From an optimization exercise on the open Yosys and OpenROAD flow, aimed at a short achievable clock period and few clock cycles per item; shortcuts taken in it are not production practice. RTL that was checked went through simulation tests only; none was proved equivalent to the original. For run 2, only the layout was checked, not whether the RTL still works. Power figures rest on the tool's default switching activity, not on a simulated workload.

## flow/design.v (module list and top-level ports; edited modules follow where they fit)
// module jump_trajectory_profiler_top: 1199 lines
module jump_trajectory_profiler_top #(
    parameter int POS_BITS  = POS_BITS_DEF,
    parameter int FRAC_BITS = FRAC_BITS_DEF,
    localparam int CFG_W    = (POS_BITS > TICK_W) ? POS_BITS : TICK_W
) (
    input  logic                       i_clk,
    input  logic                       i_rst_n,
    input  logic                       i_cfg_wr_en,
    input  logic [CFG_IDX_W-1:0]       i_cfg_addr,
    input  logic [CFG_W-1:0]           i_cfg_wr_data,
    input  logic                       i_in_valid,
    output logic                       o_in_stall,
    input  logic                       i_command,
    input  logic signed [POS_BITS-1:0] i_start_height,
    output logic                       o_out_valid,
    input  logic                       i_out_stall,
    output logic signed [POS_BITS-1:0] o_target_x,
    output logic signed [POS_BITS-1:0] o_target_z,
    output logic [PHASE_W-1:0]         o_phase
);
  // ...
==> flow/flow/run.sh <==
#!/bin/bash
set -euo pipefail
mapfile -t ARGS < <(grep -v '^$' flow/make_args.txt)
bash standard.sh "${ARGS[@]}" finish > standard_flow.log 2>&1
==> flow/flow/make_args.txt <==
SETUP_SLACK_MARGIN=6.9
CTS_CLUSTER_SIZE=25
CTS_CLUSTER_DIAMETER=100
MATCH_CELL_FOOTPRINT=0
CORE_UTILIZATION=65
BUFFER_PORTS_ARGS=-buffer_cell sky130_fd_sc_hd__buf_4
==> flow/standard.sh <==
#!/bin/bash
# synth_recipe.tcl (not shown) runs the flow's synth.tcl, then flattens the netlist and writes it again
# the make line also repeats each setting of config.mk as NAME=value (left out here)
make -C /OpenROAD-flow-scripts/flow DESIGN_CONFIG=/design/flow/config.mk WORK_HOME=/design/flow/orfs CLKGATE_MAP_FILE= SYNTH_SCRIPT=/design/flow/synth_recipe.tcl "${@:-finish}"
==> flow/config.mk <==
export PLATFORM = sky130hd
export DESIGN_NAME = jump_trajectory_profiler_top
export DESIGN_NICKNAME = jump_trajectory_profiler_top
export VERILOG_FILES = /design/flow/design.v
export SDC_FILE = /design/flow/constraint.sdc
export NUM_CORES = 4
export LEC_CHECK = 0
export CAP_MARGIN = 20
export CORE_MARGIN = 2
export CORE_UTILIZATION = 40
export SLEW_MARGIN = 20
==> flow/constraint.sdc <==
create_clock -name core_clock -period 10.0 [get_ports {i_clk}]
set_input_delay 2.0000 -clock core_clock [delete_from_list [all_inputs] [get_ports {i_clk}]]
set_output_delay 2.0000 -clock core_clock [all_outputs]
set_load 0.01 [all_outputs]
==> results.txt, run 1 <==
- 1st-pass router iterations: 7
- CP max FO: 2
- Max-slew violations: 0
- Post-synth EDFFs: 799
- Clock buffers: 217
- Synth Flop Type: dfxtp_1
- Leakage: 0.0764 uW
- Tap cells: 3220
- Critical-path top delay cell: dfxtp_4
- Worst endpoint data arrival time: 1.40 ns
- GR Layer Usage met3: 4.29%
- I/O pins: 86
- Synth Area in Adders: 21.3%
- Post-DR wirelength/cell: 24.5 um
- Final non-filler cell area: 180000 um^2
- Dpl ws: 5.75 ns
- HP Start: d4_mo3[11]
- GRT overflow: 0
- Tmin final: 3.40 ns
- Met2 wire len: 208 mm
- Hold WS: 0.318 ns
- Total Wirelength: 442 mm
- Core footprint: 246000 um^2
- Hold WC Path Type: reg -> reg
- Status: no timing/DRC/antenna violations
- Buffers and inverters on the worst path: 1
- Reg area: 73800 um^2
- Rel. slew slack: 21.0%
Testbench counts, summed over its fixed seeds: cycles 8,518, items 7,934.
==> run 2, diff against run 1 <==
--- a/flow/design.v
+++ b/flow/design.v
@@ -80,19 +80,19 @@
     input  logic                       i_command,
     input  logic signed [POS_BITS-1:0] i_start_height,
     output logic                       o_out_valid,
     input  logic                       i_out_stall,
     output logic signed [POS_BITS-1:0] o_target_x,
     output logic signed [POS_BITS-1:0] o_target_z,
     output logic [PHASE_W-1:0]         o_phase
 );
-    localparam int CAP = 18;    
-    localparam int FAW = 5;
-    localparam int FD  = 17;     
+    localparam int CAP = 16;    
+    localparam int FAW = 4;
+    localparam int FD  = 15;     
     logic r_rst_d, r_rst_d2;    
     logic r_wr_d;               
     always_ff @(posedge i_clk) begin
         r_rst_d  <= !i_rst_n;
         r_rst_d2 <= r_rst_d;
         r_wr_d   <= i_cfg_wr_en;
     end
     logic [15:0] r_c, r_l, r_d, r_f;
@@ -241,17 +241,16 @@
     assign r_kd[1] = w_xd;
     assign r_kd[2] = w_xd << 1;
     assign r_kd[3] = r_d3;
     assign r_kd[4] = w_xd << 2;
     assign r_kd[5] = r_d5;
     assign r_kd[6] = r_d3 << 1;
     assign r_kd[7] = r_d7;
     logic       r_stall, r_ov;
-    logic       r_ovp;      
     logic       w_acc, w_take, w_rst_any;
     assign w_acc     = i_in_valid && !r_stall;
     assign w_take    = r_ov && !i_out_stall;
     assign w_rst_any = !i_rst_n || r_rst_d;
     logic [CAP:0] r_cnt, n_cnt;
     always_comb begin
         n_cnt = r_cnt;
         if (w_acc && !w_take) n_cnt = {r_cnt[CAP-1:0], 1'b1};
@@ -912,71 +911,51 @@
     assign m2_s_75 = m2_c_70 ^ m2_s_71 ^ m2_c_72;
     assign m2_c_76 = 34'({((m2_c_70 & m2_s_71) | (m2_c_70 & m2_c_72) | (m2_s_71 & m2_c_72)), 1'b0});
     logic [33:0] m2_s_77, m2_c_78;
     assign m2_s_77 = m2_s_73 ^ m2_c_74 ^ m2_s_75;
     assign m2_c_78 = 34'({((m2_s_73 & m2_c_74) | (m2_s_73 & m2_s_75) | (m2_c_74 & m2_s_75)), 1'b0});
     logic [33:0] m2_s_79, m2_c_80;
     assign m2_s_79 = m2_c_76 ^ m2_c_66 ^ m2_pp15;
     assign m2_c_80 = 34'({((m2_c_76 & m2_c_66) | (m2_c_76 & m2_pp15) | (m2_c_66 & m2_pp15)), 1'b0});
-    logic [33:0] m2r_q_81;
-    always_ff @(posedge i_clk) m2r_q_81 <= m2_s_77;
-    logic [33:0] m2r_q_82;
-    always_ff @(posedge i_clk) m2r_q_82 <= m2_c_78;
+    logic [33:0] m2_s_81, m2_c_82;
+    assign m2_s_81 = m2_s_77 ^ m2_c_78 ^ m2_s_79;
+    assign m2_c_82 = 34'({((m2_s_77 & m2_c_78) | (m2_s_77 & m2_s_79) | (m2_c_78 & m2_s_79)), 1'b0});
     logic [33:0] m2r_q_83;
-    always_ff @(posedge i_clk) m2r_q_83 <= m2_s_79;
+    always_ff @(posedge i_clk) m2r_q_83 <= m2_s_81;
     logic [33:0] m2r_q_84;
-    always_ff @(posedge i_clk) m2r_q_84 <= m2_c_80;
-    logic [0:0] m2x_v;
-    logic [0:0] m2x_skip;
-    logic [2:0] m2x_ph;
-    logic [17:0] m2x_entry;
-    logic [0:0] m2x_sat;
-    logic [18:0] m2x_dzc;
-    always_ff @(posedge i_clk) begin
-        m2x_v <= m2a_v && !r_rst_d;
-        m2x_skip <= m2a_skip;
-        m2x_ph <= m2a_ph;
-        m2x_entry <= m2a_entry;
-        m2x_sat <= m2a_sat;
-        m2x_dzc <= m2a_dzc;
-    end
-    logic [33:0] m2x_s_85, m2x_c_86;
-    assign m2x_s_85 = m2r_q_81 ^ m2r_q_82 ^ m2r_q_83;
-    assign m2x_c_86 = 34'({((m2r_q_81 & m2r_q_82) | (m2r_q_81 & m2r_q_83) | (m2r_q_82 & m2r_q_83)), 1'b0});
-    logic [33:0] m2x_s_87, m2x_c_88;
-    assign m2x_s_87 = m2x_s_85 ^ m2x_c_86 ^ m2r_q_84;
-    assign m2x_c_88 = 34'({((m2x_s_85 & m2x_c_86) | (m2x_s_85 & m2r_q_84) | (m2x_c_86 & m2r_q_84)), 1'b0});
-    logic [33:0] m2xr_q_89;
-    always_ff @(posedge i_clk) m2xr_q_89 <= m2x_s_87;
-    logic [33:0] m2xr_q_90;
-    always_ff @(posedge i_clk) m2xr_q_90 <= m2x_c_88;
+    always_ff @(posedge i_clk) m2r_q_84 <= m2_c_82;
+    logic [33:0] m2r_q_85;
+    always_ff @(posedge i_clk) m2r_q_85 <= m2_c_80;
     logic [0:0] m2b_v;
     logic [0:0] m2b_skip;
     logic [2:0] m2b_ph;
     logic [17:0] m2b_entry;
     logic [0:0] m2b_sat;
     always_ff @(posedge i_clk) begin
-        m2b_v <= m2x_v && !r_rst_d;
-        m2b_skip <= m2x_skip;
-        m2b_ph <= m2x_ph;
-        m2b_entry <= m2x_entry;
-        m2b_sat <= m2x_sat;
-    end
+        m2b_v <= m2a_v && !r_rst_d;
+        m2b_skip <= m2a_skip;
+        m2b_ph <= m2a_ph;
+        m2b_entry <= m2a_entry;
+        m2b_sat <= m2a_sat;
+    end
+    logic [33:0] m2b_s_86, m2b_c_87;
+    assign m2b_s_86 = m2r_q_83 ^ m2r_q_84 ^ m2r_q_85;
+    assign m2b_c_87 = 34'({((m2r_q_83 & m2r_q_84) | (m2r_q_83 & m2r_q_85) | (m2r_q_84 & m2r_q_85)), 1'b0});
     logic [33:0] m2_sum;
-    assign m2_sum = m2xr_q_89 + m2xr_q_90;
+    assign m2_sum = m2b_s_86 + m2b_c_87;
     logic [15:0] m2b_s;
     always_ff @(posedge i_clk) m2b_s <= m2_sum[31:16];
     logic [18:0] m2_dx, m2_dz;
     logic [17:0] m2_ax, m2_az, m2_bx, m2_bz;
     always_comb begin
         m2_dx = '0; m2_ax = '0; m2_bx = '0;
         m2_dz = r_dz_rise; m2_az = r_ch; m2_bz = r_rh;
-        case (m2x_ph)
-            3'd0: begin m2_dz = m2x_dzc; m2_az = m2x_entry; m2_bz = r_ch; end
+        case (m2a_ph)
+            3'd0: begin m2_dz = m2a_dzc; m2_az = m2a_entry; m2_bz = r_ch; end
             3'd1: begin m2_dx = {r_bd[17], r_bd}; m2_bx = r_bd; m2_dz = r_dz_lift; m2_az = r_ch; m2_bz = r_fh; end
             3'd2: begin m2_ax = r_bd; m2_bx = r_bd; m2_dz = '0; m2_az = r_fh; m2_bz = r_fh; end
             3'd3: begin m2_dx = r_ndx_land; m2_ax = r_bd; m2_dz = r_dz_land; m2_az = r_fh; m2_bz = r_ch; end
             default: ;
         endcase
     end
     logic [18:0] m2b_dx, m2b_dz;
     logic [17:0] m2b_ax, m2b_az, m2b_bx, m2b_bz;
@@ -1024,63 +1003,64 @@
     logic [33:0] m3x_pp13;
     assign m3x_pp13 = ({34{m2b_s[13]}} & {{15{m2b_dx[18]}}, m2b_dx}) << 13;
     logic [33:0] m3x_pp14;
     assign m3x_pp14 = ({34{m2b_s[14]}} & {{15{m2b_dx[18]}}, m2b_dx}) << 14;
     logic [33:0] m3x_pp15;
     assign m3x_pp15 = ({34{m2b_s[15]}} & {{15{m2b_dx[18]}}, m2b_dx}) << 15;
     logic [33:0] m3x_ppa;
     assign m3x_ppa = {m2b_ax, 16'b0};
-    logic [33:0] m3x_s_91, m3x_c_92;
-    assign m3x_s_91 = m3x_pp0 ^ m3x_pp1 ^ m3x_pp2;
-    assign m3x_c_92 = 34'({((m3x_pp0 & m3x_pp1) | (m3x_pp0 & m3x_pp2) | (m3x_pp1 & m3x_pp2)), 1'b0});
-    logic [33:0] m3x_s_93, m3x_c_94;
-    assign m3x_s_93 = m3x_pp3 ^ m3x_pp4 ^ m3x_pp5;
-    assign m3x_c_94 = 34'({((m3x_pp3 & m3x_pp4) | (m3x_pp3 & m3x_pp5) | (m3x_pp4 & m3x_pp5)), 1'b0});
-    logic [33:0] m3x_s_95, m3x_c_96;
-    assign m3x_s_95 = m3x_pp6 ^ m3x_pp7 ^ m3x_pp8;
-    assign m3x_c_96 = 34'({((m3x_pp6 & m3x_pp7) | (m3x_pp6 & m3x_pp8) | (m3x_pp7 & m3x_pp8)), 1'b0});
-    logic [33:0] m3x_s_97, m3x_c_98;
-    assign m3x_s_97 = m3x_pp9 ^ m3x_pp10 ^ m3x_pp11;
-    assign m3x_c_98 = 34'({((m3x_pp9 & m3x_pp10) | (m3x_pp9 & m3x_pp11) | (m3x_pp10 & m3x_pp11)), 1'b0});
-    logic [33:0] m3x_s_99, m3x_c_100;
-    assign m3x_s_99 = m3x_pp12 ^ m3x_pp13 ^ m3x_pp14;
-    assign m3x_c_100 = 34'({((m3x_pp12 & m3x_pp13) | (m3x_pp12 & m3x_pp14) | (m3x_pp13 & m3x_pp14)), 1'b0});
-    logic [33:0] m3x_s_101, m3x_c_102;
-    assign m3x_s_101 = m3x_s_91 ^ m3x_c_92 ^ m3x_s_93;
-    assign m3x_c_102 = 34'({((m3x_s_91 & m3x_c_92) | (m3x_s_91 & m3x_s_93) | (m3x_c_92 & m3x_s_93)), 1'b0});
-    logic [33:0] m3x_s_103, m3x_c_104;
-    assign m3x_s_103 = m3x_c_94 ^ m3x_s_95 ^ m3x_c_96;
-    assign m3x_c_104 = 34'({((m3x_c_94 & m3x_s_95) | (m3x_c_94 & m3x_c_96) | (m3x_s_95 & m3x_c_96)), 1'b0});
-    logic [33:0] m3x_s_105, m3x_c_106;
-    assign m3x_s_105 = m3x_s_97 ^ m3x_c_98 ^ m3x_s_99;
-    assign m3x_c_106 = 34'({((m3x_s_97 & m3x_c_98) | (m3x_s_97 & m3x_s_99) | (m3x_c_98 & m3x_s_99)), 1'b0});
-    logic [33:0] m3x_s_107, m3x_c_108;
-    assign m3x_s_107 = m3x_c_100 ^ m3x_pp15 ^ m3x_ppa;
-    assign m3x_c_108 = 34'({((m3x_c_100 & m3x_pp15) | (m3x_c_100 & m3x_ppa) | (m3x_pp15 & m3x_ppa)), 1'b0});
-    logic [33:0] m3x_s_109, m3x_c_110;
-    assign m3x_s_109 = m3x_s_101 ^ m3x_c_102 ^ m3x_s_103;
-    assign m3x_c_110 = 34'({((m3x_s_101 & m3x_c_102) | (m3x_s_101 & m3x_s_103) | (m3x_c_102 & m3x_s_103)), 1'b0});
-    logic [33:0] m3x_s_111, m3x_c_112;
-    assign m3x_s_111 = m3x_c_104 ^ m3x_s_105 ^ m3x_c_106;
-    assign m3x_c_112 = 34'({((m3x_c_104 & m3x_s_105) | (m3x_c_104 & m3x_c_106) | (m3x_s_105 & m3x_c_106)), 1'b0});
-    logic [33:0] m3x_s_113, m3x_c_114;
-    assign m3x_s_113 = m3x_s_109 ^ m3x_c_110 ^ m3x_s_111;
-    assign m3x_c_114 = 34'({((m3x_s_109 & m3x_c_110) | (m3x_s_109 & m3x_s_111) | (m3x_c_110 & m3x_s_111)), 1'b0});
-    logic [33:0] m3x_s_115, m3x_c_116;
-    assign m3x_s_115 = m3x_c_112 ^ m3x_s_107 ^ m3x_c_108;
-    assign m3x_c_116 = 34'({((m3x_c_112 & m3x_s_107) | (m3x_c_112 & m3x_c_108) | (m3x_s_107 & m3x_c_108)), 1'b0});
+    logic [33:0] m3x_s_88, m3x_c_89;
+    assign m3x_s_88 = m3x_pp0 ^ m3x_pp1 ^ m3x_pp2;
+    assign m3x_c_89 = 34'({((m3x_pp0 & m3x_pp1) | (m3x_pp0 & m3x_pp2) | (m3x_pp1 & m3x_pp2)), 1'b0});
+    logic [33:0] m3x_s_90, m3x_c_91;
+    assign m3x_s_90 = m3x_pp3 ^ m3x_pp4 ^ m3x_pp5;
+    assign m3x_c_91 = 34'({((m3x_pp3 & m3x_pp4) | (m3x_pp3 & m3x_pp5) | (m3x_pp4 & m3x_pp5)), 1'b0});
+    logic [33:0] m3x_s_92, m3x_c_93;
+    assign m3x_s_92 = m3x_pp6 ^ m3x_pp7 ^ m3x_pp8;
+    assign m3x_c_93 = 34'({((m3x_pp6 & m3x_pp7) | (m3x_pp6 & m3x_pp8) | (m3x_pp7 & m3x_pp8)), 1'b0});
+    logic [33:0] m3x_s_94, m3x_c_95;
+    assign m3x_s_94 = m3x_pp9 ^ m3x_pp10 ^ m3x_pp11;
+    assign m3x_c_95 = 34'({((m3x_pp9 & m3x_pp10) | (m3x_pp9 & m3x_pp11) | (m3x_pp10 & m3x_pp11)), 1'b0});
+    logic [33:0] m3x_s_96, m3x_c_97;
+    assign m3x_s_96 = m3x_pp12 ^ m3x_pp13 ^ m3x_pp14;
+    assign m3x_c_97 = 34'({((m3x_pp12 & m3x_pp13) | (m3x_pp12 & m3x_pp14) | (m3x_pp13 & m3x_pp14)), 1'b0});
+    logic [33:0] m3x_s_98, m3x_c_99;
+    assign m3x_s_98 = m3x_s_88 ^ m3x_c_89 ^ m3x_s_90;
+    assign m3x_c_99 = 34'({((m3x_s_88 & m3x_c_89) | (m3x_s_88 & m3x_s_90) | (m3x_c_89 & m3x_s_90)), 1'b0});
+    logic [33:0] m3x_s_100, m3x_c_101;
+    assign m3x_s_100 = m3x_c_91 ^ m3x_s_92 ^ m3x_c_93;
+    assign m3x_c_101 = 34'({((m3x_c_91 & m3x_s_92) | (m3x_c_91 & m3x_c_93) | (m3x_s_92 & m3x_c_93)), 1'b0});
+    logic [33:0] m3x_s_102, m3x_c_103;
+    assign m3x_s_102 = m3x_s_94 ^ m3x_c_95 ^ m3x_s_96;
+    assign m3x_c_103 = 34'({((m3x_s_94 & m3x_c_95) | (m3x_s_94 & m3x_s_96) | (m3x_c_95 & m3x_s_96)), 1'b0});
+    logic [33:0] m3x_s_104, m3x_c_105;
+    assign m3x_s_104 = m3x_c_97 ^ m3x_pp15 ^ m3x_ppa;
+    assign m3x_c_105 = 34'({((m3x_c_97 & m3x_pp15) | (m3x_c_97 & m3x_ppa) | (m3x_pp15 & m3x_ppa)), 1'b0});
+    logic [33:0] m3x_s_106, m3x_c_107;
+    assign m3x_s_106 = m3x_s_98 ^ m3x_c_99 ^ m3x_s_100;
+    assign m3x_c_107 = 34'({((m3x_s_98 & m3x_c_99) | (m3x_s_98 & m3x_s_100) | (m3x_c_99 & m3x_s_100)), 1'b0});
+    logic [33:0] m3x_s_108, m3x_c_109;
+    assign m3x_s_108 = m3x_c_101 ^ m3x_s_102 ^ m3x_c_103;
+    assign m3x_c_109 = 34'({((m3x_c_101 & m3x_s_102) | (m3x_c_101 & m3x_c_103) | (m3x_s_102 & m3x_c_103)), 1'b0});
+    logic [33:0] m3x_s_110, m3x_c_111;
+    assign m3x_s_110 = m3x_s_106 ^ m3x_c_107 ^ m3x_s_108;
+    assign m3x_c_111 = 34'({((m3x_s_106 & m3x_c_107) | (m3x_s_106 & m3x_s_108) | (m3x_c_107 & m3x_s_108)), 1'b0});
+    logic [33:0] m3x_s_112, m3x_c_113;
+    assign m3x_s_112 = m3x_c_109 ^ m3x_s_104 ^ m3x_c_105;
+    assign m3x_c_113 = 34'({((m3x_c_109 & m3x_s_104) | (m3x_c_109 & m3x_c_105) | (m3x_s_104 & m3x_c_105)), 1'b0});
+    logic [33:0] m3x_s_114, m3x_c_115;
+    assign m3x_s_114 = m3x_s_110 ^ m3x_c_111 ^ m3x_s_112;
+    assign m3x_c_115 = 34'({((m3x_s_110 & m3x_c_111) | (m3x_s_110 & m3x_s_112) | (m3x_c_111 & m3x_s_112)), 1'b0});
+    logic [33:0] m3xr_q_116;
+    always_ff @(posedge i_clk) m3xr_q_116 <= m3x_s_114;
     logic [33:0] m3xr_q_117;
-    always_ff @(posedge i_clk) m3xr_q_117 <= m3x_s_113;
+    always_ff @(posedge i_clk) m3xr_q_117 <= m3x_c_115;
     logic [33:0] m3xr_q_118;
-    always_ff @(posedge i_clk) m3xr_q_118 <= m3x_c_114;
-    logic [33:0] m3xr_q_119;
-    always_ff @(posedge i_clk) m3xr_q_119 <= m3x_s_115;
-    logic [33:0] m3xr_q_120;
-    always_ff @(posedge i_clk) m3xr_q_120 <= m3x_c_116;
+    always_ff @(posedge i_clk) m3xr_q_118 <= m3x_c_113;
     logic [33:0] m3z_pp0;
     assign m3z_pp0 = ({34{m2b_s[0]}} & {{15{m2b_dz[18]}}, m2b_dz}) << 0;
     logic [33:0] m3z_pp1;
     assign m3z_pp1 = ({34{m2b_s[1]}} & {{15{m2b_dz[18]}}, m2b_dz}) << 1;
     logic [33:0] m3z_pp2;
     assign m3z_pp2 = ({34{m2b_s[2]}} & {{15{m2b_dz[18]}}, m2b_dz}) << 2;
     logic [33:0] m3z_pp3;
     assign m3z_pp3 = ({34{m2b_s[3]}} & {{15{m2b_dz[18]}}, m2b_dz}) << 3;
@@ -1105,113 +1085,86 @@
     logic [33:0] m3z_pp13;
     assign m3z_pp13 = ({34{m2b_s[13]}} & {{15{m2b_dz[18]}}, m2b_dz}) << 13;
     logic [33:0] m3z_pp14;
     assign m3z_pp14 = ({34{m2b_s[14]}} & {{15{m2b_dz[18]}}, m2b_dz}) << 14;
     logic [33:0] m3z_pp15;
     assign m3z_pp15 = ({34{m2b_s[15]}} & {{15{m2b_dz[18]}}, m2b_dz}) << 15;
     logic [33:0] m3z_ppa;
     assign m3z_ppa = {m2b_az, 16'b0};
+    logic [33:0] m3z_s_119, m3z_c_120;
+    assign m3z_s_119 = m3z_pp0 ^ m3z_pp1 ^ m3z_pp2;
+    assign m3z_c_120 = 34'({((m3z_pp0 & m3z_pp1) | (m3z_pp0 & m3z_pp2) | (m3z_pp1 & m3z_pp2)), 1'b0});
     logic [33:0] m3z_s_121, m3z_c_122;
-    assign m3z_s_121 = m3z_pp0 ^ m3z_pp1 ^ m3z_pp2;
-    assign m3z_c_122 = 34'({((m3z_pp0 & m3z_pp1) | (m3z_pp0 & m3z_pp2) | (m3z_pp1 & m3z_pp2)), 1'b0});
+    assign m3z_s_121 = m3z_pp3 ^ m3z_pp4 ^ m3z_pp5;
+    assign m3z_c_122 = 34'({((m3z_pp3 & m3z_pp4) | (m3z_pp3 & m3z_pp5) | (m3z_pp4 & m3z_pp5)), 1'b0});
     logic [33:0] m3z_s_123, m3z_c_124;
-    assign m3z_s_123 = m3z_pp3 ^ m3z_pp4 ^ m3z_pp5;
-    assign m3z_c_124 = 34'({((m3z_pp3 & m3z_pp4) | (m3z_pp3 & m3z_pp5) | (m3z_pp4 & m3z_pp5)), 1'b0});
+    assign m3z_s_123 = m3z_pp6 ^ m3z_pp7 ^ m3z_pp8;
+    assign m3z_c_124 = 34'({((m3z_pp6 & m3z_pp7) | (m3z_pp6 & m3z_pp8) | (m3z_pp7 & m3z_pp8)), 1'b0});
     logic [33:0] m3z_s_125, m3z_c_126;
-    assign m3z_s_125 = m3z_pp6 ^ m3z_pp7 ^ m3z_pp8;
-    assign m3z_c_126 = 34'({((m3z_pp6 & m3z_pp7) | (m3z_pp6 & m3z_pp8) | (m3z_pp7 & m3z_pp8)), 1'b0});
+    assign m3z_s_125 = m3z_pp9 ^ m3z_pp10 ^ m3z_pp11;
+    assign m3z_c_126 = 34'({((m3z_pp9 & m3z_pp10) | (m3z_pp9 & m3z_pp11) | (m3z_pp10 & m3z_pp11)), 1'b0});
     logic [33:0] m3z_s_127, m3z_c_128;
-    assign m3z_s_127 = m3z_pp9 ^ m3z_pp10 ^ m3z_pp11;
-    assign m3z_c_128 = 34'({((m3z_pp9 & m3z_pp10) | (m3z_pp9 & m3z_pp11) | (m3z_pp10 & m3z_pp11)), 1'b0});
+    assign m3z_s_127 = m3z_pp12 ^ m3z_pp13 ^ m3z_pp14;
+    assign m3z_c_128 = 34'({((m3z_pp12 & m3z_pp13) | (m3z_pp12 & m3z_pp14) | (m3z_pp13 & m3z_pp14)), 1'b0});
     logic [33:0] m3z_s_129, m3z_c_130;
-    assign m3z_s_129 = m3z_pp12 ^ m3z_pp13 ^ m3z_pp14;
-    assign m3z_c_130 = 34'({((m3z_pp12 & m3z_pp13) | (m3z_pp12 & m3z_pp14) | (m3z_pp13 & m3z_pp14)), 1'b0});
+    assign m3z_s_129 = m3z_s_119 ^ m3z_c_120 ^ m3z_s_121;
+    assign m3z_c_130 = 34'({((m3z_s_119 & m3z_c_120) | (m3z_s_119 & m3z_s_121) | (m3z_c_120 & m3z_s_121)), 1'b0});
     logic [33:0] m3z_s_131, m3z_c_132;
-    assign m3z_s_131 = m3z_s_121 ^ m3z_c_122 ^ m3z_s_123;
-    assign m3z_c_132 = 34'({((m3z_s_121 & m3z_c_122) | (m3z_s_121 & m3z_s_123) | (m3z_c_122 & m3z_s_123)), 1'b0});
+    assign m3z_s_131 = m3z_c_122 ^ m3z_s_123 ^ m3z_c_124;
+    assign m3z_c_132 = 34'({((m3z_c_122 & m3z_s_123) | (m3z_c_122 & m3z_c_124) | (m3z_s_123 & m3z_c_124)), 1'b0});
     logic [33:0] m3z_s_133, m3z_c_134;
-    assign m3z_s_133 = m3z_c_124 ^ m3z_s_125 ^ m3z_c_126;
-    assign m3z_c_134 = 34'({((m3z_c_124 & m3z_s_125) | (m3z_c_124 & m3z_c_126) | (m3z_s_125 & m3z_c_126)), 1'b0});
+    assign m3z_s_133 = m3z_s_125 ^ m3z_c_126 ^ m3z_s_127;
+    assign m3z_c_134 = 34'({((m3z_s_125 & m3z_c_126) | (m3z_s_125 & m3z_s_127) | (m3z_c_126 & m3z_s_127)), 1'b0});
     logic [33:0] m3z_s_135, m3z_c_136;
-    assign m3z_s_135 = m3z_s_127 ^ m3z_c_128 ^ m3z_s_129;
-    assign m3z_c_136 = 34'({((m3z_s_127 & m3z_c_128) | (m3z_s_127 & m3z_s_129) | (m3z_c_128 & m3z_s_129)), 1'b0});
+    assign m3z_s_135 = m3z_c_128 ^ m3z_pp15 ^ m3z_ppa;
+    assign m3z_c_136 = 34'({((m3z_c_128 & m3z_pp15) | (m3z_c_128 & m3z_ppa) | (m3z_pp15 & m3z_ppa)), 1'b0});
     logic [33:0] m3z_s_137, m3z_c_138;
-    assign m3z_s_137 = m3z_c_130 ^ m3z_pp15 ^ m3z_ppa;
-    assign m3z_c_138 = 34'({((m3z_c_130 & m3z_pp15) | (m3z_c_130 & m3z_ppa) | (m3z_pp15 & m3z_ppa)), 1'b0});
+    assign m3z_s_137 = m3z_s_129 ^ m3z_c_130 ^ m3z_s_131;
+    assign m3z_c_138 = 34'({((m3z_s_129 & m3z_c_130) | (m3z_s_129 & m3z_s_131) | (m3z_c_130 & m3z_s_131)), 1'b0});
     logic [33:0] m3z_s_139, m3z_c_140;
-    assign m3z_s_139 = m3z_s_131 ^ m3z_c_132 ^ m3z_s_133;
-    assign m3z_c_140 = 34'({((m3z_s_131 & m3z_c_132) | (m3z_s_131 & m3z_s_133) | (m3z_c_132 & m3z_s_133)), 1'b0});
+    assign m3z_s_139 = m3z_c_132 ^ m3z_s_133 ^ m3z_c_134;
+    assign m3z_c_140 = 34'({((m3z_c_132 & m3z_s_133) | (m3z_c_132 & m3z_c_134) | (m3z_s_133 & m3z_c_134)), 1'b0});
     logic [33:0] m3z_s_141, m3z_c_142;
-    assign m3z_s_141 = m3z_c_134 ^ m3z_s_135 ^ m3z_c_136;
-    assign m3z_c_142 = 34'({((m3z_c_134 & m3z_s_135) | (m3z_c_134 & m3z_c_136) | (m3z_s_135 & m3z_c_136)), 1'b0});
+    assign m3z_s_141 = m3z_s_137 ^ m3z_c_138 ^ m3z_s_139;
+    assign m3z_c_142 = 34'({((m3z_s_137 & m3z_c_138) | (m3z_s_137 & m3z_s_139) | (m3z_c_138 & m3z_s_139)), 1'b0});
     logic [33:0] m3z_s_143, m3z_c_144;
-    assign m3z_s_143 = m3z_s_139 ^ m3z_c_140 ^ m3z_s_141;
-    assign m3z_c_144 = 34'({((m3z_s_139 & m3z_c_140) | (m3z_s_139 & m3z_s_141) | (m3z_c_140 & m3z_s_141)), 1'b0});
+    assign m3z_s_143 = m3z_c_140 ^ m3z_s_135 ^ m3z_c_136;
+    assign m3z_c_144 = 34'({((m3z_c_140 & m3z_s_135) | (m3z_c_140 & m3z_c_136) | (m3z_s_135 & m3z_c_136)), 1'b0});
     logic [33:0] m3z_s_145, m3z_c_146;
-    assign m3z_s_145 = m3z_c_142 ^ m3z_s_137 ^ m3z_c_138;
-    assign m3z_c_146 = 34'({((m3z_c_142 & m3z_s_137) | (m3z_c_142 & m3z_c_138) | (m3z_s_137 & m3z_c_138)), 1'b0});
+    assign m3z_s_145 = m3z_s_141 ^ m3z_c_142 ^ m3z_s_143;
+    assign m3z_c_146 = 34'({((m3z_s_141 & m3z_c_142) | (m3z_s_141 & m3z_s_143) | (m3z_c_142 & m3z_s_143)), 1'b0});
     logic [33:0] m3zr_q_147;
-    always_ff @(posedge i_clk) m3zr_q_147 <= m3z_s_143;
+    always_ff @(posedge i_clk) m3zr_q_147 <= m3z_s_145;
     logic [33:0] m3zr_q_148;
-    always_ff @(posedge i_clk) m3zr_q_148 <= m3z_c_144;
+    always_ff @(posedge i_clk) m3zr_q_148 <= m3z_c_146;
     logic [33:0] m3zr_q_149;
-    always_ff @(posedge i_clk) m3zr_q_149 <= m3z_s_145;
-    logic [33:0] m3zr_q_150;
-    always_ff @(posedge i_clk) m3zr_q_150 <= m3z_c_146;
-    logic [0:0] m3x_v;
-    logic [0:0] m3x_skip;
-    logic [2:0] m3x_ph;
-    logic [0:0] m3x_sat;
-    logic [17:0] m3x_bx;
-    logic [17:0] m3x_bz;
-    always_ff @(posedge i_clk) begin
-        m3x_v <= m3a_v && !r_rst_d;
-        m3x_skip <= m3a_skip;
-        m3x_ph <= m3a_ph;
-        m3x_sat <= m3a_sat;
-        m3x_bx <= m3a_bx;
-        m3x_bz <= m3a_bz;
-    end
-    logic [33:0] m3xx_s_151, m3xx_c_152;
-    assign m3xx_s_151 = m3xr_q_117 ^ m3xr_q_118 ^ m3xr_q_119;
-    assign m3xx_c_152 = 34'({((m3xr_q_117 & m3xr_q_118) | (m3xr_q_117 & m3xr_q_119) | (m3xr_q_118 & m3xr_q_119)), 1'b0});
-    logic [33:0] m3xx_s_153, m3xx_c_154;
-    assign m3xx_s_153 = m3xx_s_151 ^ m3xx_c_152 ^ m3xr_q_120;
-    assign m3xx_c_154 = 34'({((m3xx_s_151 & m3xx_c_152) | (m3xx_s_151 & m3xr_q_120) | (m3xx_c_152 & m3xr_q_120)), 1'b0});
-    logic [33:0] m3xxr_q_155;
-    always_ff @(posedge i_clk) m3xxr_q_155 <= m3xx_s_153;
-    logic [33:0] m3xxr_q_156;
-    always_ff @(posedge i_clk) m3xxr_q_156 <= m3xx_c_154;
-    logic [33:0] m3xz_s_157, m3xz_c_158;
-    assign m3xz_s_157 = m3zr_q_147 ^ m3zr_q_148 ^ m3zr_q_149;
-    assign m3xz_c_158 = 34'({((m3zr_q_147 & m3zr_q_148) | (m3zr_q_147 & m3zr_q_149) | (m3zr_q_148 & m3zr_q_149)), 1'b0});
-    logic [33:0] m3xz_s_159, m3xz_c_160;
-    assign m3xz_s_159 = m3xz_s_157 ^ m3xz_c_158 ^ m3zr_q_150;
-    assign m3xz_c_160 = 34'({((m3xz_s_157 & m3xz_c_158) | (m3xz_s_157 & m3zr_q_150) | (m3xz_c_158 & m3zr_q_150)), 1'b0});
-    logic [33:0] m3xzr_q_161;
-    always_ff @(posedge i_clk) m3xzr_q_161 <= m3xz_s_159;
-    logic [33:0] m3xzr_q_162;
-    always_ff @(posedge i_clk) m3xzr_q_162 <= m3xz_c_160;
+    always_ff @(posedge i_clk) m3zr_q_149 <= m3z_c_144;
     logic [0:0] m3b_v;
     logic [0:0] m3b_skip;
     logic [2:0] m3b_ph;
     always_ff @(posedge i_clk) begin
-        m3b_v <= m3x_v && !r_rst_d;
-        m3b_skip <= m3x_skip;
-        m3b_ph <= m3x_ph;
-    end
+        m3b_v <= m3a_v && !r_rst_d;
+        m3b_skip <= m3a_skip;
+        m3b_ph <= m3a_ph;
+    end
+    logic [33:0] m3bx_s_150, m3bx_c_151;
+    assign m3bx_s_150 = m3xr_q_116 ^ m3xr_q_117 ^ m3xr_q_118;
+    assign m3bx_c_151 = 34'({((m3xr_q_116 & m3xr_q_117) | (m3xr_q_116 & m3xr_q_118) | (m3xr_q_117 & m3xr_q_118)), 1'b0});
     logic [33:0] m3x_sum;
-    assign m3x_sum = m3xxr_q_155 + m3xxr_q_156;
+    assign m3x_sum = m3bx_s_150 + m3bx_c_151;
     logic [17:0] w_x;
-    always_ff @(posedge i_clk) w_x <= m3x_sat ? m3x_bx : m3x_sum[33:16];
+    always_ff @(posedge i_clk) w_x <= m3a_sat ? m3a_bx : m3x_sum[33:16];
+    logic [33:0] m3bz_s_152, m3bz_c_153;
+    assign m3bz_s_152 = m3zr_q_147 ^ m3zr_q_148 ^ m3zr_q_149;
+    assign m3bz_c_153 = 34'({((m3zr_q_147 & m3zr_q_148) | (m3zr_q_147 & m3zr_q_149) | (m3zr_q_148 & m3zr_q_149)), 1'b0});
     logic [33:0] m3z_sum;
-    assign m3z_sum = m3xzr_q_161 + m3xzr_q_162;
+    assign m3z_sum = m3bz_s_152 + m3bz_c_153;
     logic [17:0] w_z;
-    always_ff @(posedge i_clk) w_z <= m3x_sat ? m3x_bz : m3z_sum[33:16];
+    always_ff @(posedge i_clk) w_z <= m3a_sat ? m3a_bz : m3z_sum[33:16];
     logic [17:0] r_held_x, r_held_z;
     logic        w_res_v;
     logic [38:0] w_res;
     assign w_res_v = m3b_v && !r_rst_d;
     assign w_res   = m3b_skip ? {r_held_x, r_held_z, 3'd5} : {w_x, w_z, m3b_ph};
     always_ff @(posedge i_clk) begin
         if (r_rst_d) begin
             r_held_x <= '0;
@@ -1238,29 +1191,27 @@
     end
     always_ff @(posedge i_clk) begin
         if (w_rst_any) begin
             r_wp <= '0;
             r_rp <= '0;
             r_fc <= '0;
             r_ne <= 1'b0;
             r_ov <= 1'b0;
-            r_ovp <= 1'b0;
         end else begin
             if (w_res_v) r_wp <= (r_wp == FAW'(FD - 1)) ? '0 : r_wp + 1'b1;
             if (w_load)  r_rp <= (r_rp == FAW'(FD - 1)) ? '0 : r_rp + 1'b1;
             r_fc <= n_fc;
             r_ne <= n_fc[0];
-            r_ov  <= w_free ? (r_ne || w_res_v) : r_ovp;
-            r_ovp <= w_free ? (r_ne || w_res_v) : r_ov;
+            if (w_free) r_ov <= r_ne || w_res_v;
         end
     end
     logic [38:0] r_out, r_out_b, w_out_n;
     assign w_out_n = r_ne ? r_q[r_rp] : w_res;
     always_ff @(posedge i_clk) begin
         r_out   <= w_free ? w_out_n : r_out_b;
         r_out_b <= w_free ? w_out_n : r_out;
     end
-    assign o_out_valid = r_ovp;
+    assign o_out_valid = r_ov;
     assign o_target_x  = r_out[38:21];
     assign o_target_z  = r_out[20:3];
     assign o_phase     = r_out[2:0];
 endmodule
==> results.txt, run 2 <==
- Syn_area_per_cell: 10.9 um^2 (was 11.3 um^2)
- Die Height: 487 um (was 501 um)
- Ys async rst share: 0% (unchanged)
- Hold WC Path Type: reg -> reg (unchanged)
- Synth area leader: dfxtp_1 (unchanged)
- Yosys cell types: 110 (was 103)
- Peak VDD IR: 0.612 mV (was 0.540 mV)
- CTS clock-pin slew for the worst setup and hold paths: 0.10 ns (about the same)
- Via count: 106132 (was 109319)
- Row count: 177 (was 182)
- Status: no timing/DRC/antenna violations (unchanged)
- Switching fraction of total power: 41.9% (was 40.2%)
- Seq/Total Area, Yosys: 42.5% (was 45.5%)
- Seq pwr share: 28.3% (was 34.6%)
- CTS Buffer Depth: 3 (unchanged)
- Worst endpoint data arrival time: 4.46 ns (was 1.40 ns)
- Hold Violations, Final: 0 (unchanged)
- Post-DR wirelength/cell: 23.4 um (was 24.5 um)
- Startpoint Class: flip-flop (unchanged)
- Final ANT Viol Nets: 0 (unchanged)
- Post-synth EDFFs: 721 (was 799)
- Vias in the first global route: 107922 (was 110186)
- DR vias/cell: 6.04 (was 6.06)
- Maxcap violations: 0 (unchanged)
- Comb power frac: 59.6% (was 51.0%)
- Regs by FF count: r_q x585, r_out x39, r_out_b x39 (was r_q x663, r_out x39, r_out_b x39)
- Clock group share of total power: 12.2% (was 14.3%)
- Final nets: 16645 (was 16882)
- Synth Flop Type: dfxtp_1 (unchanged)
- CTS tree: built (unchanged)
- Setup violators final: 0 (unchanged)
- Most frequent cells in the layout: 1859 x dfxtp_1, 1431 x inv_1, 1163 x ha_1 (was 2176 x dfxtp_1, 1516 x inv_1, 1175 x ha_1)
- Required @ worst endpoint: 10.80 ns (was 8.00 ns)
- Most common cell after layout, fill and taps aside: dfxtp_1 (unchanged)
- Flops & latches, synth: 2858 (was 3255)
- Die area: 237000 um^2 (was 251000 um^2)
- Total Wirelength: 410 mm (was 442 mm)
- Cell Area, Synth: 152000 um^2 (was 161000 um^2)
- I/O pins: 86 (unchanged)
- Max-slew violations: 0 (unchanged)
- Worst-margin pin slew: 1.04 ns (was 1.18 ns)
- Area grow syn2layout: 13.7% (was 11.8%)
- Cells after DPL: 16720 (was 17225)
- Worst Setup End Kind: flip-flop (was primary output)
- Clock Skew: 0.0462 ns (was 0.0532 ns)
- Gate Count Post-Synth: 13924 (was 14266)
- Core footprint: 232000 um^2 (was 246000 um^2)
- Setup TNS Final: 0 ns (unchanged)
- Leakage: 0.0730 uW (was 0.0764 uW)
- Rel. slew slack: 30.1% (was 21.0%)
- FMAX: 0.274 GHz (was 0.294 GHz)
- GP Congestion: 0.947 (was 0.989)
- Post-CTS Hold Buffers: 0 (unchanged)
- Largest net degree at the start of global routing: 77 (was 83)
- H-Tree Depth: 4 (unchanged)
- Psw: 23200 uW (was 20600 uW)
- 1st-pass router iterations: 7 (unchanged)
- Power density over cell area: 321 nW/um^2 (was 285 nW/um^2)
- Top-area cell type share of the netlist area: 28.2% (was 30.6%)
- Tot GR Track Use: 33.7% (was 33.6%)
- Num CTS Buffers: 142 (was 154)
- Pint: 32100 uW (was 30700 uW)
- Tmin final: 3.65 ns (was 3.40 ns)
- Max reg flops: 585 (was 663)
- Yosys warnings: 16 (unchanged)
- Initial DRC count: 10108 (was 10334)
- Die Width: 487 um (was 501 um)
- First-pass GRT wire length: 618 mm (was 645 mm)
- Worst-skew pair later-pin latency: 0.87 ns (about the same)
- Top post-synthesis cells by area: dfxtp_1 28%, edfxtp_1 14%, fa_1 12%, ha_1 10%, and2_1 4.0% (was dfxtp_1 31%, edfxtp_1 15%, fa_1 12%, ha_1 9.7%, inv_1 3.7%)
- Most flops, register: r_q (unchanged)
- Worst reg2reg setup slack: 6.35 ns (was 6.68 ns)
- Initial antenna violation count: 22 (was 38)
- Post-DP HPWL: 280 mm (was 299 mm)
- Finished Layout Cells: 17570 (was 18038)
- CP max FO: 5 (was 2)
- Initial Util: 65.3% (was 65.4%)
- Count of buffers from port buffering: 85 (unchanged)
- GRT overflow: 0 (unchanged)
- RSZ-0062 raised after global routing: yes (unchanged)
- Final Cycle Share: 36.5% (was 34.0%)
- Layout cell share with drive strength beyond 1: 18.4% (was 14.7%)
- DRC viols: 0 (unchanged)
- CTS Root Cell: clkbuf_16 (unchanged)
- Clock sink count: 2858 (was 3255)
- Commonest cells in the synthesized netlist: 2137 x dfxtp_1, 1564 x inv_1, 1244 x ha_1 (was 2456 x dfxtp_1, 1590 x inv_1, 1249 x ha_1)
- WS Path Type: reg -> reg (was reg -> out)
- Count leader, synth: dfxtp_1 (unchanged)
run 2: kinds of logic after synthesis:
logic type | Yosys count | synth area share [%]
AO/OA/AOI/OAI | 2311 | 10.3
XOR/XNOR | 785 | 4.55
adder cells (fa/ha/maj) | 2171 | 22.5
buffers and inverters | 1984 | 4.95
flip-flops | 2858 | 42.5
multiplexers | 322 | 3.49
other | 1 | 0.00247
AND/OR/NAND/NOR | 3492 | 11.8
run 2: repair_timing:
| item | in CTS | in global routing |
|---|---|---|
| setup buffers | 364 | 203 |
| gates resized for setup | 1115 | 666 |
| endpoints found under the hold margin | 0 | 0 |
| pin swaps | 415 | 476 |
| cloned | 32 | 9 |
| setup endpoints to repair | 547 | 448 |
run 2: worst max-delay path, cell delays in order, from the launching register on:
cell     delay, ns
dfxtp_4       0.45
buf_6         0.15
nand2_4       0.05
fa_2          0.63
fa_2          0.52
buf_4         0.17
fa_1          0.47
fa_1          0.56
inv_1         0.06
fa_2          0.52
run 2: stage by stage:
stage	util (%)	setup WS [ns]	area, um^2	power [uW]	hold WS [ns]
floorplan	-	6.47	153000	35400	0.310
global placement	67.2	5.78	156000	41500	0.310
detailed placement	67.2	5.59	156000	43200	0.312
CTS	72.4	6.39	168000	53200	0.322
global route	74.2	6.31	172000	59900	0.323
finish	74.2	6.35	172000	55300	0.318
run 2: power by group through the flow:
stage / sequential [uW] / clock (uW) / combinational [uW]
CTS: 15600 / 6850 / 30700
floorplan: 15100 / 0 / 20400
global placement: 15900 / 0 / 25600
finish: 15600 / 6730 / 32900
global route: 15800 / 7270 / 36800
detailed placement: 16000 / 0 / 27200
run 2: cell type report:
class / count / area [um^2]
Multi-Input combinational cell: 9089 / 85200
Sequential cell: 2858 / 65100
Fill cell: 15534 / 59800
Timing Repair Buffer: 773 / 8010
Inverter: 1565 / 5910
Tap cell: 3043 / 3810
Clock buffer: 194 / 3800
Clock inverter: 39 / 673
Antenna cell: 9 / 22.5
run 2: metal layers:
metal	global-route usage [%]	part of all wire, %	vias up
met3	5.30	8.1	1005
met1	46.3	41	52462
met5	0	0.022	-
met2	53.3	45	4389
met4	14.6	5.3	14
li1	-	-	48262
run 2: path summary, 6_finish.rpt:
| check | start | end | depth (start not counted) |
|---|---|---|---|
| worst max register to register | m2b_dx[18] | m3xr_q_116[23] | 9 |
| worst min register to register | d5_entry[4] | d6_entry[4] | 0 |
| worst max-delay path | m2b_dx[18] | m3xr_q_116[23] | 9 |
| worst min-delay path | d5_entry[4] | d6_entry[4] | 0 |

## static timing again, ports no longer ideal
How much do the figures lean on ideal ports? The routed layouts below were timed once more, with nothing changed but the port constraints. Step 1, drivers: a clkbuf_16 drives i_clk and a buf_2 each remaining input, both assumed. Step 2 also shifts input and output timing later by t, the mid clock arrival at the registers, as if the neighbouring blocks saw the same clock. Slacks: ideal / step 1 / step 2; pairs: ideal / step 1.
| run | t, ns | setup slack, ns | hold WS [ns] |
|---|---|---|---|
| run 1 | 0.960 | 6.601 / 6.497 / 5.980 | 0.318 / 0.318 / 0.318 |
| run 2 | 0.957 | 6.346 / 6.346 / 5.988 | 0.318 / 0.318 / 0.318 |
After both steps every run listed still meets setup and hold. The setup slack of run 1, which loses most, moves by -0.104 ns with the drivers and by -0.621 ns with both steps.
